Source: an optimization exercise on an open RTL-to-GDS flow (aim: small area, a short achievable clock period and few clock cycles). Production flows keep margins and buffers that such runs may drop.
Where RTL was checked, it was by simulation tests only, not by an equivalence proof against the original.
No activity file was given, so power comes from the tool's default toggle rates.

==> v23: inputs <==
==> flow/design.v (excerpt) <==
module disc_reveal_bitmap (
  input  logic                                clk,
  input  logic                                rst_n,
  input  logic                                in_valid,
  output logic                                in_ready,
  input  logic [1:0]                          in_cmd,
  input  logic signed [23:0]                  in_world_x,
  input  logic signed [23:0]                  in_world_y,
  input  logic [3:0]                          in_radius,
  input  logic signed [7:0]                   in_cell_x,
  input  logic signed [7:0]                   in_cell_y,
  output logic                                out_valid,
  input  logic                                out_ready,
  output logic                                out_revealed_bit,
  output logic                                out_in_bounds,
  output logic signed [17:0]                  out_center_x,
  output logic signed [17:0]                  out_center_y,
  input  logic                                cfg_we,
  input  logic [2:0]                          cfg_idx,
  input  logic [23:0]                         cfg_wdata
);
  localparam int NP = 4;    
  localparam int NQ = 4;    
  localparam logic [1:0] CMD_DISC = 2'd0;
  logic [6:0]         grid_cols_r;
  logic [6:0]         grid_rows_r;
  logic signed [23:0] origin_x_r;
  logic signed [23:0] origin_y_r;
  logic [15:0]        cell_size_r;
  always_ff @(posedge clk) begin
    if (!rst_n) begin
      grid_cols_r <= 7'd64;
      grid_rows_r <= 7'd64;
      origin_x_r  <= '0;
      origin_y_r  <= '0;
      cell_size_r <= 16'd8192;
    end else if (cfg_we) begin
      case (cfg_idx)
        3'd0: grid_cols_r <= cfg_wdata[6:0];
  ...
==> flow/config.mk <==
export PLATFORM = sky130hd
export DESIGN_NAME = disc_reveal_bitmap
export DESIGN_NICKNAME = disc_reveal_bitmap
export VERILOG_FILES = /design/flow/design.v
export SDC_FILE = /design/flow/constraint.sdc
export NUM_CORES = 8
export LEC_CHECK = 0
export CAP_MARGIN = 30
export CELL_PAD_IN_SITES_DETAIL_PLACEMENT = 1
export CELL_PAD_IN_SITES_GLOBAL_PLACEMENT = 1
export CORE_MARGIN = 2
export CORE_UTILIZATION = 25
export PLACE_DENSITY = 0.35
export SLEW_MARGIN = 40
export SYNTH_HIERARCHICAL = 1
export SYNTH_MEMORY_MAX_BITS = 8192
==> flow/constraint.sdc <==
create_clock -name core_clock -period 10.0 [get_ports {clk}]
set_input_delay 2.0000 -clock core_clock [delete_from_list [all_inputs] [get_ports {clk}]]
set_output_delay 2.0000 -clock core_clock [all_outputs]
set_load 0.01 [all_outputs]
standard.sh (not shown) runs the stock make flow with config.mk's settings and CLKGATE_MAP_FILE= SYNTH_SCRIPT=/design/flow/synth_recipe.tcl, a recipe that flattens the netlist after the stock synthesis.
==> flow/flow/run.sh <==
#!/bin/bash
set -euo pipefail
bash standard.sh SETUP_SLACK_MARGIN=6.6 finish > std_flow.log 2>&1
==> v16 (differences from v23) <==
==> flow/flow/run.sh (replaced) <==
#!/bin/bash
set -euo pipefail
RES=orfs/results/${FLOW_PLATFORM}/disc_reveal_bitmap/base
bash standard.sh SETUP_SLACK_MARGIN=6.6 synth floorplan > std_synth_floorplan.log 2>&1
openroad -python -no_init -exit flow/place_map.py "$RES/2_floorplan.odb" 26 4 2 2 9 1 > place_map.log 2>&1
bash standard.sh SETUP_SLACK_MARGIN=6.6 finish > std_place_to_finish.log 2>&1
==> flow/flow/place_map.py (new file) <==
# Places the bit-map cells (instances g_row[y].g_col[x].u_cell.*) in a regular 64 x 64 array
# before global placement, and marks them FIRM so that the placer arranges the rest around it.
# Bit (x, y): its flip-flop in row r0 + rb*y, its gates go rows above it, spaced gg sites
# apart; the other rows of each bit row are left to the placer (read-mux cells, buffers)
# and to the router.
import odb
import re
import sys

path = sys.argv[1]
px = int(sys.argv[2]) if len(sys.argv) > 2 else 22     # bit pitch in sites
rb = int(sys.argv[3]) if len(sys.argv) > 3 else 4      # rows per bit row
go = int(sys.argv[4]) if len(sys.argv) > 4 else 2      # row of the gates above the flip-flop
gg = int(sys.argv[5]) if len(sys.argv) > 5 else 1      # sites left between gates
jit = int(sys.argv[6]) if len(sys.argv) > 6 else 9     # row-to-row offset spread, sites
pad = int(sys.argv[7]) if len(sys.argv) > 7 else 1     # free sites kept on each side of a cell
r0 = 2                                                  # first row
s0 = 2                                                  # first site

db = odb.dbDatabase.create()
odb.read_db(db, path)
blk = db.getChip().getBlock()
rows = sorted(blk.getRows(), key=lambda r: r.getOrigin()[1])
site_w = rows[0].getSite().getWidth()

# occupied sites per row (tap cells and anything already placed)
occ = [set() for _ in rows]
row_of_y = {r.getOrigin()[1]: i for i, r in enumerate(rows)}
for inst in blk.getInsts():
    if inst.getPlacementStatus() in ("FIXED", "FIRM", "LOCKED", "PLACED") and \
            inst.getMaster().getName().startswith("sky130_fd_sc_hd__tap"):
        x, y = inst.getLocation()
        ri = row_of_y.get(y)
        if ri is None:
            continue
        s = (x - rows[ri].getOrigin()[0]) // site_w
        for k in range(inst.getMaster().getWidth() // site_w):
            occ[ri].add(s + k)

pat = re.compile(r'g_row\\?\[(\d+)\\?\]\.g_col\\?\[(\d+)\\?\]\.u_cell\.')


def driver(net):
    for it in net.getITerms():
        if it.isOutputSignal():
            return it.getInst()
    return None


def cone(flop):
    # the flip-flop and the gates that feed only its D input
    out = [flop]
    todo = [it.getNet() for it in flop.getITerms() if it.getMTerm().getName() == "D"]
    while todo:
        net = todo.pop()
        if net is None or len(net.getITerms()) != 2 or net.getBTerms():
            continue
        drv = driver(net)
        if drv is None or drv.getMaster().isSequential() or drv in out:
            continue
        out.append(drv)
        for it in drv.getITerms():
            if it.isInputSignal():
                todo.append(it.getNet())
    return out


cells = {}
for inst in blk.getInsts():
    m = pat.match(inst.getName())
    if m and inst.getMaster().isSequential():
        cells[(int(m.group(1)), int(m.group(2)))] = cone(inst)

want = {}   # row index -> list of (desired site, width, inst)
flip = {}   # gates mirrored left-right: every other bit
for (y, x), insts in cells.items():
    flops = [i for i in insts if i.getMaster().isSequential()]
    gates = sorted([i for i in insts if not i.getMaster().isSequential()],
                   key=lambda i: -i.getMaster().getWidth())
    ra = r0 + rb * y
    # rows are offset from each other so that a column's cells do not stack exactly
    base = s0 + px * x + ((y * 5) % jit if jit else 0)
    for i in flops:
        want.setdefault(ra, []).append((base, i.getMaster().getWidth() // site_w, i))
    s = base
    for i in gates:
        w = i.getMaster().getWidth() // site_w
        want.setdefault(ra + go, []).append((s, w, i))
        flip[i.getName()] = (x + y) & 1
        s += w + gg

placed = 0
maxdrift = 0
for ri, lst in want.items():
    row = rows[ri]
    ox, oy = row.getOrigin()
    cur = 0
    for d, w, inst in sorted(lst, key=lambda t: t[0]):
        s = max(d, cur)
        while any((s + k) in occ[ri] for k in range(-2 * pad, w + 2 * pad)):
            s += 1
        if s + w + pad > row.getSiteCount():
            raise SystemExit("array does not fit in row %d" % ri)
        for k in range(w):
            occ[ri].add(s + k)
        cur = s + w + 2 * pad
        maxdrift = max(maxdrift, s - d)
        inst.setPlacementStatus("PLACED")
        o = row.getOrient()
        if flip.get(inst.getName()):
            o = "MY" if o == "R0" else "R180"
        inst.setOrient(o)
        inst.setLocation(ox + s * site_w, oy)
        inst.setPlacementStatus("FIRM")
        placed += 1

print("placed %d map cells, %d bits, largest shift %d sites" % (placed, len(cells), maxdrift))
odb.write_db(db, path)
==> notes <==
v23 completed with no timing, DRC or antenna violations. v16 finished with timing, DRC and antenna clean. Of v16 and v23, v23 has the higher non-clock buffer count (gap 286). Of v23 and v16, v23 has the higher wire length (gap about 60%, measured against v16). Between v16 and v23, the lower register-to-register slack is in v16 (gap 0.21 ns). In sequential power, v16 and v23 hardly differ. Of v23 and v16, v16 has the higher clock skew (gap 0.071 ns). Against v23, the first-iteration DRC count of v16 is lower by about 16%. Against v16, the clock power of v23 is larger by about 8%.
==> figures <==
                                                                                     v23                     v16
Status                                                          timing/DRC/antenna clean  timing/DRC/antenna clean
Capture point of the worst path                                         out_center_y[13]       bq1[36]$_DFFE_PP_
Crit path buf inv count                                                                1                       0
Final HPWL from detailed placement                                               1520 mm                 1190 mm
Min-Delay Startpoint                                               b0b_res[5]$_SDFF_PN0_  b0b_res[10]$_SDFF_PN0_
Layer with the highest usage after global routing                                   met2                    met1
Max Fclk                                                                       0.260 GHz               0.251 GHz
Diode count                                                                          272                      49
# fillers                                                                           128k                    128k
Final Power                                                                      81.3 mW                 75.8 mW
Met3 wirelength from detailed routing                                             282 mm                  212 mm
Number of antenna violations at the first check in global routing                    349                     128
Type of element capturing the critical path                               primary output                register
Post-CTS setup buffer count                                                          241                     316
Pwr dens                                                                      229 nW/µm²              218 nW/µm²
Crit Path Max Fanout                                                                   1                       7
Testbench counts of v23, summed over its fixed seeds: cycles 3,621.
Testbench counts of v16, summed over its fixed seeds: cycles 3,621.

* * *

==> job 2040: inputs <==
disc_reveal_bitmap, a different RTL version from the one above (not shown whole).
clock: 10.0 ns
lec_check: 0
cap_margin: 20
core_margin: 2
core_utilization: 30
min_routing_layer: met2
place_density: 0.4
setup_slack_margin: 5
slew_margin: 20
synth_hierarchical: 1
synth_memory_max_bits: 8192
run.sh (not shown) runs the stock make flow with config.mk's settings and CLKGATE_MAP_FILE= SYNTH_SCRIPT=/design/flow/synth_recipe.tcl, a recipe that flattens the netlist after the stock synthesis.
Stock flow here: none of the scripts above is used.
==> job 8518: changes against job 2040 <==
- CELL_PAD_IN_SITES_DETAIL_PLACEMENT: default -> 1
- CELL_PAD_IN_SITES_GLOBAL_PLACEMENT: default -> 1
- CORE_UTILIZATION: 30 -> 25
- MIN_ROUTING_LAYER: met2 -> default
- PLACE_DENSITY: 0.4 -> 0.35
==> comparison table <==
item                                                               job 8518                   job 2040
Status                                             timing/DRC/antenna clean  aborted with a tool error
Last stage reached                                                        -   global routing (5_1_grt)
Buffers on Ports                                                        141                        141
Clk root buf                                                      clkbuf_16                  clkbuf_16
Setup Fix Bufs, Post-CTS                                                  1                         12
Starting density of the core                                          25.0%                      30.1%
Number of buffers inserted during clock tree synthesis                  733                        691
Total number of yosys warnings                                           16                         16
Last weighted congestion value of the routability-driven placer       0.974                       1.15
Die extent in x                                                     1.08 mm                     986 µm
Number of H-tree branching levels                                         6                          6
Number of hold buffers added after cts                                    0                          0
Number of top-level pins                                                142                        142
Post-Synthesis Cell Area                                         289000 µm²                 289000 µm²
DP Cell Count                                                         46040                      43456
Resized cells post-CTS                                                   36                         47
Area post-placement                                              319000 µm²                 314000 µm²
Num rows                                                                395                        360
Overall die height                                                  1.08 mm                     986 µm
Half-perimeter wire length after detailed placement                 1570 mm                    1470 mm
Synthesized area per cell                                          9.56 µm²                   9.56 µm²
Worst Setup Slack post-DPL                                          3.86 ns                    3.65 ns
Clock buffer depth                                                        5                          5
No functional check of the RTL was part of any run of this note.

* * *

==> run A: inputs <==
disc_reveal_bitmap, a different RTL version from the one above (not shown whole).
==> module drb_post, before the edit <==
module drb_post (
  input  logic [1:0]  cmd,
  input  logic [3:0]  rad,
  input  logic [21:0] x,       
  input  logic [21:0] y,
  input  logic [6:0]  cols,
  input  logic [6:0]  rows,
  output logic [46:0] e
);
  function automatic logic [17:0] centre(input logic [21:0] a);
    logic [19:0] q;
    q = a[19:0];
    if (!a[21]) begin
      if (a[20] || (q[19:17] != '0) || (q[16] && q[15:0] != '0)) centre = 18'd65536;
      else                                                         centre = {1'b0, q[16:0]};
    end else begin
      if (a[20] || q[19:16] != '0) centre = 18'h30000;
      else                         centre = ~{2'b00, q[15:0]};
    end
  endfunction
  function automatic logic on_axis(input logic [21:0] a, input logic [6:0] lim);
    on_axis = (a[21:6] == '0) && ({1'b0, a[5:0]} < lim);
  endfunction
  logic [3:0]  n;
  logic [17:0] vx;
  logic [17:0] vy;
  logic        disc;
  drb_rect_cnt u_cnt (.r(rad), .n(n));
  always_comb begin
    disc = (cmd == 2'd0);
    vx   = disc ? centre(x) : {{10{x[7]}}, x[7:0]};
    vy   = disc ? centre(y) : {{10{y[7]}}, y[7:0]};
    e    = {cmd == 2'd2, disc, disc ? rad : 4'd0,
            disc ? n : (cmd == 2'd1) ? 4'd1 : 4'd0,
            (cmd != 2'd3) && on_axis(x, cols) && on_axis(y, rows), vx, vy};
  end
endmodule
export LEC_CHECK = 0
export CAP_MARGIN = 30
export CELL_PAD_IN_SITES_DETAIL_PLACEMENT = 1
export CELL_PAD_IN_SITES_GLOBAL_PLACEMENT = 1
export CORE_MARGIN = 2
export CORE_UTILIZATION = 25
export CTS_CLUSTER_DIAMETER = 60
export CTS_CLUSTER_SIZE = 20
export PLACE_DENSITY = 0.35
export SLEW_MARGIN = 40
export SYNTH_HIERARCHICAL = 1
export SYNTH_MEMORY_MAX_BITS = 8192
create_clock -name core_clock -period 10.0 [get_ports {clk}]
standard.sh (not shown) runs the stock make flow with config.mk's settings and CLKGATE_MAP_FILE= SYNTH_SCRIPT=/design/flow/synth_recipe.tcl, a recipe that flattens the netlist after the stock synthesis.
==> flow/flow/run.sh <==
#!/bin/bash
set -euo pipefail
RES=orfs/results/${FLOW_PLATFORM}/disc_reveal_bitmap/base
bash standard.sh SETUP_SLACK_MARGIN=6.6 synth floorplan > std_synth_floorplan.log 2>&1
openroad -python -no_init -exit flow/place_map.py "$RES/2_floorplan.odb" 26 4 2 2 9 1 > place_map.log 2>&1
bash standard.sh SETUP_SLACK_MARGIN=6.6 finish > std_place_to_finish.log 2>&1
==> flow/flow/place_map.py <==
# Places the bit-map cells (instances g_row[y].g_col[x].u_cell.*) in a regular 64 x 64 array
# before global placement, and marks them FIRM so that the placer arranges the rest around it.
# Bit (x, y): its flip-flop in row r0 + rb*y, its gates go rows above it, spaced gg sites
# apart; the other rows of each bit row are left to the placer (read-mux cells, buffers)
# and to the router.
import odb
import re
import sys

path = sys.argv[1]
px = int(sys.argv[2]) if len(sys.argv) > 2 else 22     # bit pitch in sites
rb = int(sys.argv[3]) if len(sys.argv) > 3 else 4      # rows per bit row
go = int(sys.argv[4]) if len(sys.argv) > 4 else 2      # row of the gates above the flip-flop
gg = int(sys.argv[5]) if len(sys.argv) > 5 else 1      # sites left between gates
jit = int(sys.argv[6]) if len(sys.argv) > 6 else 9     # row-to-row offset spread, sites
pad = int(sys.argv[7]) if len(sys.argv) > 7 else 1     # free sites kept on each side of a cell
r0 = 2                                                  # first row
s0 = 2                                                  # first site

db = odb.dbDatabase.create()
odb.read_db(db, path)
blk = db.getChip().getBlock()
rows = sorted(blk.getRows(), key=lambda r: r.getOrigin()[1])
site_w = rows[0].getSite().getWidth()

# occupied sites per row (tap cells and anything already placed)
occ = [set() for _ in rows]
row_of_y = {r.getOrigin()[1]: i for i, r in enumerate(rows)}
for inst in blk.getInsts():
    if inst.getPlacementStatus() in ("FIXED", "FIRM", "LOCKED", "PLACED") and \
            inst.getMaster().getName().startswith("sky130_fd_sc_hd__tap"):
        x, y = inst.getLocation()
        ri = row_of_y.get(y)
        if ri is None:
            continue
        s = (x - rows[ri].getOrigin()[0]) // site_w
        for k in range(inst.getMaster().getWidth() // site_w):
            occ[ri].add(s + k)

pat = re.compile(r'g_row\\?\[(\d+)\\?\]\.g_col\\?\[(\d+)\\?\]\.u_cell\.')


def driver(net):
    for it in net.getITerms():
        if it.isOutputSignal():
            return it.getInst()
    return None


def cone(flop):
    # the flip-flop and the gates that feed only its D input
    out = [flop]
    todo = [it.getNet() for it in flop.getITerms() if it.getMTerm().getName() == "D"]
    while todo:
        net = todo.pop()
        if net is None or len(net.getITerms()) != 2 or net.getBTerms():
            continue
        drv = driver(net)
        if drv is None or drv.getMaster().isSequential() or drv in out:
            continue
        out.append(drv)
        for it in drv.getITerms():
            if it.isInputSignal():
                todo.append(it.getNet())
    return out


cells = {}
for inst in blk.getInsts():
    m = pat.match(inst.getName())
    if m and inst.getMaster().isSequential():
        cells[(int(m.group(1)), int(m.group(2)))] = cone(inst)

want = {}   # row index -> list of (desired site, width, inst)
flip = {}   # gates mirrored left-right: every other bit
for (y, x), insts in cells.items():
    flops = [i for i in insts if i.getMaster().isSequential()]
    gates = sorted([i for i in insts if not i.getMaster().isSequential()],
                   key=lambda i: -i.getMaster().getWidth())
    ra = r0 + rb * y
    # rows are offset from each other so that a column's cells do not stack exactly
    base = s0 + px * x + ((y * 5) % jit if jit else 0)
    for i in flops:
        want.setdefault(ra, []).append((base, i.getMaster().getWidth() // site_w, i))
    s = base
    for i in gates:
        w = i.getMaster().getWidth() // site_w
        want.setdefault(ra + go, []).append((s, w, i))
        flip[i.getName()] = (x + y) & 1
        s += w + gg

placed = 0
maxdrift = 0
for ri, lst in want.items():
    row = rows[ri]
    ox, oy = row.getOrigin()
    cur = 0
    for d, w, inst in sorted(lst, key=lambda t: t[0]):
        s = max(d, cur)
        while any((s + k) in occ[ri] for k in range(-2 * pad, w + 2 * pad)):
            s += 1
        if s + w + pad > row.getSiteCount():
            raise SystemExit("array does not fit in row %d" % ri)
        for k in range(w):
            occ[ri].add(s + k)
        cur = s + w + 2 * pad
        maxdrift = max(maxdrift, s - d)
        inst.setPlacementStatus("PLACED")
        o = row.getOrient()
        if flip.get(inst.getName()):
            o = "MY" if o == "R0" else "R180"
        inst.setOrient(o)
        inst.setLocation(ox + s * site_w, oy)
        inst.setPlacementStatus("FIRM")
        placed += 1

print("placed %d map cells, %d bits, largest shift %d sites" % (placed, len(cells), maxdrift))
odb.write_db(db, path)
==> run M (differences from run A) <==
--- a/flow/design.v
+++ b/flow/design.v
@@ -362,27 +362,27 @@
       else                                                         centre = {1'b0, q[16:0]};
     end else begin
       if (a[20] || q[19:16] != '0) centre = 18'h30000;
       else                         centre = ~{2'b00, q[15:0]};
     end
   endfunction
-  function automatic logic on_axis(input logic [21:0] a, input logic [6:0] lim);
-    on_axis = (a[21:6] == '0) && ({1'b0, a[5:0]} < lim);
+  function automatic logic on_axis(input logic [17:0] v, input logic [6:0] lim);
+    on_axis = (v[17:6] == '0) && ({1'b0, v[5:0]} < lim);
   endfunction
   logic [3:0]  n;
   logic [17:0] vx;
   logic [17:0] vy;
   logic        disc;
   drb_rect_cnt u_cnt (.r(rad), .n(n));
   always_comb begin
     disc = (cmd == 2'd0);
     vx   = disc ? centre(x) : {{10{x[7]}}, x[7:0]};
     vy   = disc ? centre(y) : {{10{y[7]}}, y[7:0]};
     e    = {cmd == 2'd2, disc, disc ? rad : 4'd0,
             disc ? n : (cmd == 2'd1) ? 4'd1 : 4'd0,
-            (cmd != 2'd3) && on_axis(x, cols) && on_axis(y, rows), vx, vy};
+            (cmd != 2'd3) && on_axis(vx, cols) && on_axis(vy, rows), vx, vy};
   end
 endmodule
 module drb_issue (
   input  logic [46:0]  bq0,
   input  logic [46:0]  bq1,
   input  logic [1:0]   cnt,
==> flow/flow/run.sh (replaced) <==
#!/bin/bash
set -euo pipefail
RES=orfs/results/${FLOW_PLATFORM}/disc_reveal_bitmap/base
bash standard.sh SETUP_SLACK_MARGIN=6.6 synth floorplan > std_synth_floorplan.log 2>&1
openroad -python -no_init -exit flow/place_map.py "$RES/2_floorplan.odb" 22 4 2 1 9 > place_map.log 2>&1
bash standard.sh SETUP_SLACK_MARGIN=6.6 finish > std_place_to_finish.log 2>&1
--- a/flow/flow/place_map.py
+++ b/flow/flow/place_map.py
@@ -10,13 +10,12 @@
 path = sys.argv[1]
 px = int(sys.argv[2]) if len(sys.argv) > 2 else 22     # bit pitch in sites
 rb = int(sys.argv[3]) if len(sys.argv) > 3 else 4      # rows per bit row
 go = int(sys.argv[4]) if len(sys.argv) > 4 else 2      # row of the gates above the flip-flop
 gg = int(sys.argv[5]) if len(sys.argv) > 5 else 1      # sites left between gates
 jit = int(sys.argv[6]) if len(sys.argv) > 6 else 9     # row-to-row offset spread, sites
-pad = int(sys.argv[7]) if len(sys.argv) > 7 else 1     # free sites kept on each side of a cell
 r0 = 2                                                  # first row
 s0 = 2                                                  # first site
 
 db = odb.dbDatabase.create()
 odb.read_db(db, path)
 blk = db.getChip().getBlock()
@@ -94,21 +93,20 @@
 for ri, lst in want.items():
     row = rows[ri]
     ox, oy = row.getOrigin()
     cur = 0
     for d, w, inst in sorted(lst, key=lambda t: t[0]):
         s = max(d, cur)
-        while any((s + k) in occ[ri] for k in range(-2 * pad, w + 2 * pad)):
+        while any((s + k) in occ[ri] for k in range(w)):
             s += 1
-        if s + w + pad > row.getSiteCount():
+        if s + w > row.getSiteCount():
             raise SystemExit("array does not fit in row %d" % ri)
         for k in range(w):
             occ[ri].add(s + k)
-        cur = s + w + 2 * pad
+        cur = s + w
         maxdrift = max(maxdrift, s - d)
-        inst.setPlacementStatus("PLACED")
         o = row.getOrient()
         if flip.get(inst.getName()):
             o = "MY" if o == "R0" else "R180"
         inst.setOrient(o)
         inst.setLocation(ox + s * site_w, oy)
         inst.setPlacementStatus("FIRM")
--- a/flow/config.mk
+++ b/flow/config.mk
@@ -7,12 +7,10 @@
 export LEC_CHECK = 0
 export CAP_MARGIN = 30
 export CELL_PAD_IN_SITES_DETAIL_PLACEMENT = 1
 export CELL_PAD_IN_SITES_GLOBAL_PLACEMENT = 1
 export CORE_MARGIN = 2
 export CORE_UTILIZATION = 25
-export CTS_CLUSTER_DIAMETER = 60
-export CTS_CLUSTER_SIZE = 20
 export PLACE_DENSITY = 0.35
 export SLEW_MARGIN = 40
 export SYNTH_HIERARCHICAL = 1
 export SYNTH_MEMORY_MAX_BITS = 8192
==> run K (differences from run A) <==
--- a/flow/design.v
+++ b/flow/design.v
@@ -117,25 +117,35 @@
       8'hf8: rect_wa = {4'd5, 4'd14};
       8'hf9: rect_wa = {4'd0, 4'd15};
       default: rect_wa = 8'h00;
     endcase
   endfunction
 endpackage
-module drb_cell #(
-  parameter int NP = 4
-) (
-  input  logic          clk,
-  input  logic          keep,
-  input  logic [NP-1:0] r,
-  input  logic [NP-1:0] c,
-  output logic          q
+module drb_cell (
+  input  logic       clk,
+  input  logic       keep,
+  input  logic [3:0] r,
+  input  logic [3:0] c,
+  output logic       q
 );
+  logic y;
+  drb_aoi222 u_aoi (.a0(q), .b0(keep), .a1(r[0]), .b1(c[0]), .a2(r[1]), .b2(c[1]), .y(y));
   always_ff @(posedge clk) begin
-    q <= (q && keep) || (|(r & c));
+    q <= !((r[2] || c[2]) && (r[3] || c[3]) && y);
   end
 endmodule
+module drb_oai221 (
+  input  logic a1,
+  input  logic a2,
+  input  logic b1,
+  input  logic b2,
+  input  logic c,
+  output logic y
+);
+  assign y = !((a1 || a2) && (b1 || b2) && c);
+endmodule
 module drb_rdcol (
   input  logic [4095:0] map,
   input  logic [63:0]   csel,
   output logic [63:0]   rows
 );
   for (genvar r = 0; r < 64; r++) begin : g_row
@@ -192,23 +202,25 @@
 module drb_nand4 (
   input  logic [3:0] a,
   output logic       y
 );
   assign y = !(&a);
 endmodule
-module drb_mask (
+module drb_mask #(
+  parameter bit INV = 0
+) (
   input  logic        en,
   input  logic [5:0]  lo,
   input  logic [5:0]  hi,
   output logic [63:0] m
 );
   logic [63:0] ge;
   logic [63:0] le;
   drb_therm #(.LE(0)) u_ge (.v(lo), .t(ge));
   drb_therm #(.LE(1)) u_le (.v(hi), .t(le));
-  assign m = ge & le & {64{en}};
+  assign m = INV ? ~(ge & le & {64{en}}) : (ge & le & {64{en}});
 endmodule
 module drb_therm #(
   parameter bit LE = 0
 ) (
   input  logic [5:0]  v,
   output logic [63:0] t
@@ -300,17 +312,15 @@
 );
   assign n = drb_pkg::rect_count(r);
 endmodule
 module drb_insub (
   input  logic [23:0] w,
   input  logic [23:0] o,
-  output logic [24:0] f
+  output logic [24:0] n
 );
-  logic [24:0] n;
   assign n = {w[23], w} - {o[23], o};
-  assign f = {n[24], n[23:0] ^ {24{n[24]}}};
 endmodule
 module drb_align (
   input  logic [55:0] i,
   input  logic [15:0] d,
   input  logic [4:0]  big3_at,
   input  logic [4:0]  big4_at,
@@ -325,24 +335,28 @@
       2'd1:    align = {neg, 1'b0, a[23:8], a[7:0], 12'd0};    
       default: align = {neg, ovf, 12'd0, a[23:20], a[19:0]};   
     endcase
   endfunction
   logic [23:0] m3;
   logic [23:0] m4;
+  logic [23:0] ax;
+  logic [23:0] ay;
   logic [1:0]  sel;
   always_comb begin
     for (int k = 0; k < 24; k++) begin
       m3[k] = (big3_at <= 5'(k));
       m4[k] = (big4_at <= 5'(k));
     end
-    if (!(|(i[48:25] & m3)) && !(|(i[23:0] & m3)))      sel = 2'd0;
-    else if (!(|(i[48:25] & m4)) && !(|(i[23:0] & m4))) sel = 2'd1;
-    else                                                  sel = 2'd2;
+    ax = i[48:25] ^ {24{i[49]}};
+    ay = i[23:0] ^ {24{i[24]}};
+    if (!(|(ax & m3)) && !(|(ay & m3)))      sel = 2'd0;
+    else if (!(|(ax & m4)) && !(|(ay & m4))) sel = 2'd1;
+    else                                      sel = 2'd2;
     if (i[55:54] == 2'd0) begin
       o = {i[55:50], (sel == 2'd0) ? 4'd3 : (sel == 2'd1) ? 4'd4 : 4'd10,
-           align(i[49], i[48:25], sel, d), align(i[24], i[23:0], sel, d)};
+           align(i[49], ax, sel, d), align(i[24], ay, sel, d)};
     end else begin
       o = {i[55:50], 4'd0, 30'd0, i[32:25], 30'd0, i[7:0]};
     end
   end
 endmodule
 module drb_post (
@@ -494,12 +508,13 @@
   output logic signed [17:0]                  out_center_y,
   input  logic                                cfg_we,
   input  logic [2:0]                          cfg_idx,
   input  logic [23:0]                         cfg_wdata
 );
   localparam int NP = 4;    
+  localparam int NH = 2;    
   localparam int NQ = 4;    
   localparam logic [1:0] CMD_DISC = 2'd0;
   logic [6:0]         grid_cols_r;
   logic [6:0]         grid_rows_r;
   logic signed [23:0] origin_x_r;
   logic signed [23:0] origin_y_r;
@@ -548,14 +563,14 @@
   logic           in_ready_r;
   logic [IFW-1:0] if_new;
   logic           if_acc;
   logic           if_pop;
   logic [24:0]    fx;
   logic [24:0]    fy;
-  drb_insub u_subx (.w(in_world_x), .o(origin_x_r), .f(fx));
-  drb_insub u_suby (.w(in_world_y), .o(origin_y_r), .f(fy));
+  drb_insub u_subx (.w(in_world_x), .o(origin_x_r), .n(fx));
+  drb_insub u_suby (.w(in_world_y), .o(origin_y_r), .n(fy));
   always_comb begin
     if (in_cmd == CMD_DISC) if_new = {in_cmd, in_radius, fx, fy};
     else if_new = {in_cmd, in_radius, 1'b0, 16'd0, in_cell_x, 1'b0, 16'd0, in_cell_y};
   end
   assign in_ready = in_ready_r;
   assign if_acc   = in_valid && in_ready_r;
@@ -745,32 +760,32 @@
   logic [4095:0]    map_q;
   logic [NP*64-1:0] rmask;    
   logic [NP*64-1:0] cmask;    
   for (genvar p = 0; p < NP; p++) begin : g_port
     logic [63:0] rm;
     logic [63:0] cm;
-    drb_mask u_rmask (
+    drb_mask #(.INV(p >= NH)) u_rmask (
       .en  (b1_rect[p*25+24]),
       .lo  (b1_rect[p*25+23 -: 6]),
       .hi  (b1_rect[p*25+17 -: 6]),
       .m   (rm)
     );
-    drb_mask u_cmask (
+    drb_mask #(.INV(p >= NH)) u_cmask (
       .en  (1'b1),
       .lo  (b1_rect[p*25+11 -: 6]),
       .hi  (b1_rect[p*25+5 -: 6]),
       .m   (cm)
     );
     for (genvar i = 0; i < 64; i++) begin : g_bit
       assign rmask[i*NP+p] = rm[i];
       assign cmask[i*NP+p] = cm[i];
     end
   end
   for (genvar y = 0; y < 64; y++) begin : g_row
     for (genvar x = 0; x < 64; x++) begin : g_col
-      drb_cell #(.NP(NP)) u_cell (
+      drb_cell u_cell (
         .clk  (clk),
         .keep (keep_r),
         .r    (rmask[y*NP +: NP]),
         .c    (cmask[x*NP +: NP]),
         .q    (map_q[y*64+x])
       );
--- a/flow/flow/place_map.py
+++ b/flow/flow/place_map.py
@@ -68,12 +68,24 @@
 cells = {}
 for inst in blk.getInsts():
     m = pat.match(inst.getName())
     if m and inst.getMaster().isSequential():
         cells[(int(m.group(1)), int(m.group(2)))] = cone(inst)
 
+# The gates of a cell drive one pin each, next to them: use their smallest drive strength.
+swapped = 0
+for insts in cells.values():
+    for i in insts:
+        name = i.getMaster().getName()
+        base = re.sub(r'_\d+$', '', name)
+        small = db.findMaster(base + "_1")
+        if not i.getMaster().isSequential() and small is not None and name != base + "_1":
+            i.swapMaster(small)
+            swapped += 1
+print("map-cell gates set to drive strength 1: %d" % swapped)
+
 want = {}   # row index -> list of (desired site, width, inst)
 flip = {}   # gates mirrored left-right: every other bit
 for (y, x), insts in cells.items():
     flops = [i for i in insts if i.getMaster().isSequential()]
     gates = sorted([i for i in insts if not i.getMaster().isSequential()],
                    key=lambda i: -i.getMaster().getWidth())
--- a/flow/config.mk
+++ b/flow/config.mk
@@ -7,12 +7,10 @@
 export LEC_CHECK = 0
 export CAP_MARGIN = 30
 export CELL_PAD_IN_SITES_DETAIL_PLACEMENT = 1
 export CELL_PAD_IN_SITES_GLOBAL_PLACEMENT = 1
 export CORE_MARGIN = 2
 export CORE_UTILIZATION = 25
-export CTS_CLUSTER_DIAMETER = 60
-export CTS_CLUSTER_SIZE = 20
 export PLACE_DENSITY = 0.35
 export SLEW_MARGIN = 40
 export SYNTH_HIERARCHICAL = 1
 export SYNTH_MEMORY_MAX_BITS = 8192
==> results.json <==
{
  "status": "complete, no violations",
  "drtAntennaViolNets": 0,
  "placed_area_um2": 308000,
  "fillers": 134000,
  "overflow": 0,
  "slowest_delay_ns": 0.45,
  "gr-usage-met3": 0.0575,
  "rows": 404,
  "whs_path_depth": 0,
  "met2_usage": 0.323
}
Source of the figures above: run K

==> results.json <==
{
  "status": "complete, no violations",
  "slowest_delay_ns": 0.34,
  "whs_path_depth": 0,
  "max_slew_margin": 0.228,
  "grt.busiest_layer": "met1",
  "drtAntennaViolNets": 0,
  "htreeDepth": 6,
  "fillers": 128000,
  "met2_usage": 0.339,
  "overflow": 0,
  "drv_cap": 0
}
Source of the figures above: run A

==> results.json <==
{
  "portBuffers": 141,
  "syn_inst": 30100,
  "die_h_um": 1080,
  "stop_error": "[ERROR DPL-0033] detailed placement checks failed during check placement.",
  "status": "aborted with a tool error",
  "synthesis.area_um2": 287000,
  "lastStage": "3_5_place_dp",
  "place.gp.congestion": 0.955,
  "dp_hpwl_um": 1120000,
  "rows": 393,
  "yosysWarnings": 23,
  "die_w_um": 1080
}
Source of the figures above: run M

Testbench counts of run A, summed over its fixed seeds: cycles 3,621.
Testbench counts of run M, summed over its fixed seeds: cycles 3,621.
Testbench counts of run K, summed over its fixed seeds: cycles 3,621.

## separate check: timing with driven ports
The flow's constraints put no driver on any port. The routed layouts listed below were extracted and timed again, unchanged, in two steps.
Step 1 sets driving cells, clkbuf_16 on the clock port and buf_2 on the other inputs (assumed; they add their load-dependent delay and slew).
Step 2 times the ports against the registers' clock, not the clock port: input delays grow and output delays shrink by t, the midpoint of the rising clock arrivals with the driver on.
Three values: ideal, step 1, step 2; two values: the first two.
run	t, ns	slack for setup (ns)	worst setup path at the end	worst slew at a driven data input, ns
v23	1.350	6.147 / 5.979 / 5.230	input to register	0.14
v16	1.327	6.024 / 6.024 / 5.162	input to register	0.18
job 8518	1.367	4.575 / 4.575 / 3.913	input to register	0.11
run A	1.304	6.310 / 6.201 / 5.104	input to register	0.18
run K	1.325	6.241 / 6.162 / 5.382	input to register	0.13
After both steps setup and hold are still met in every run listed. For run A, which loses most, drivers alone change the setup slack by -0.109 ns; drivers and shift together by -1.206 ns.
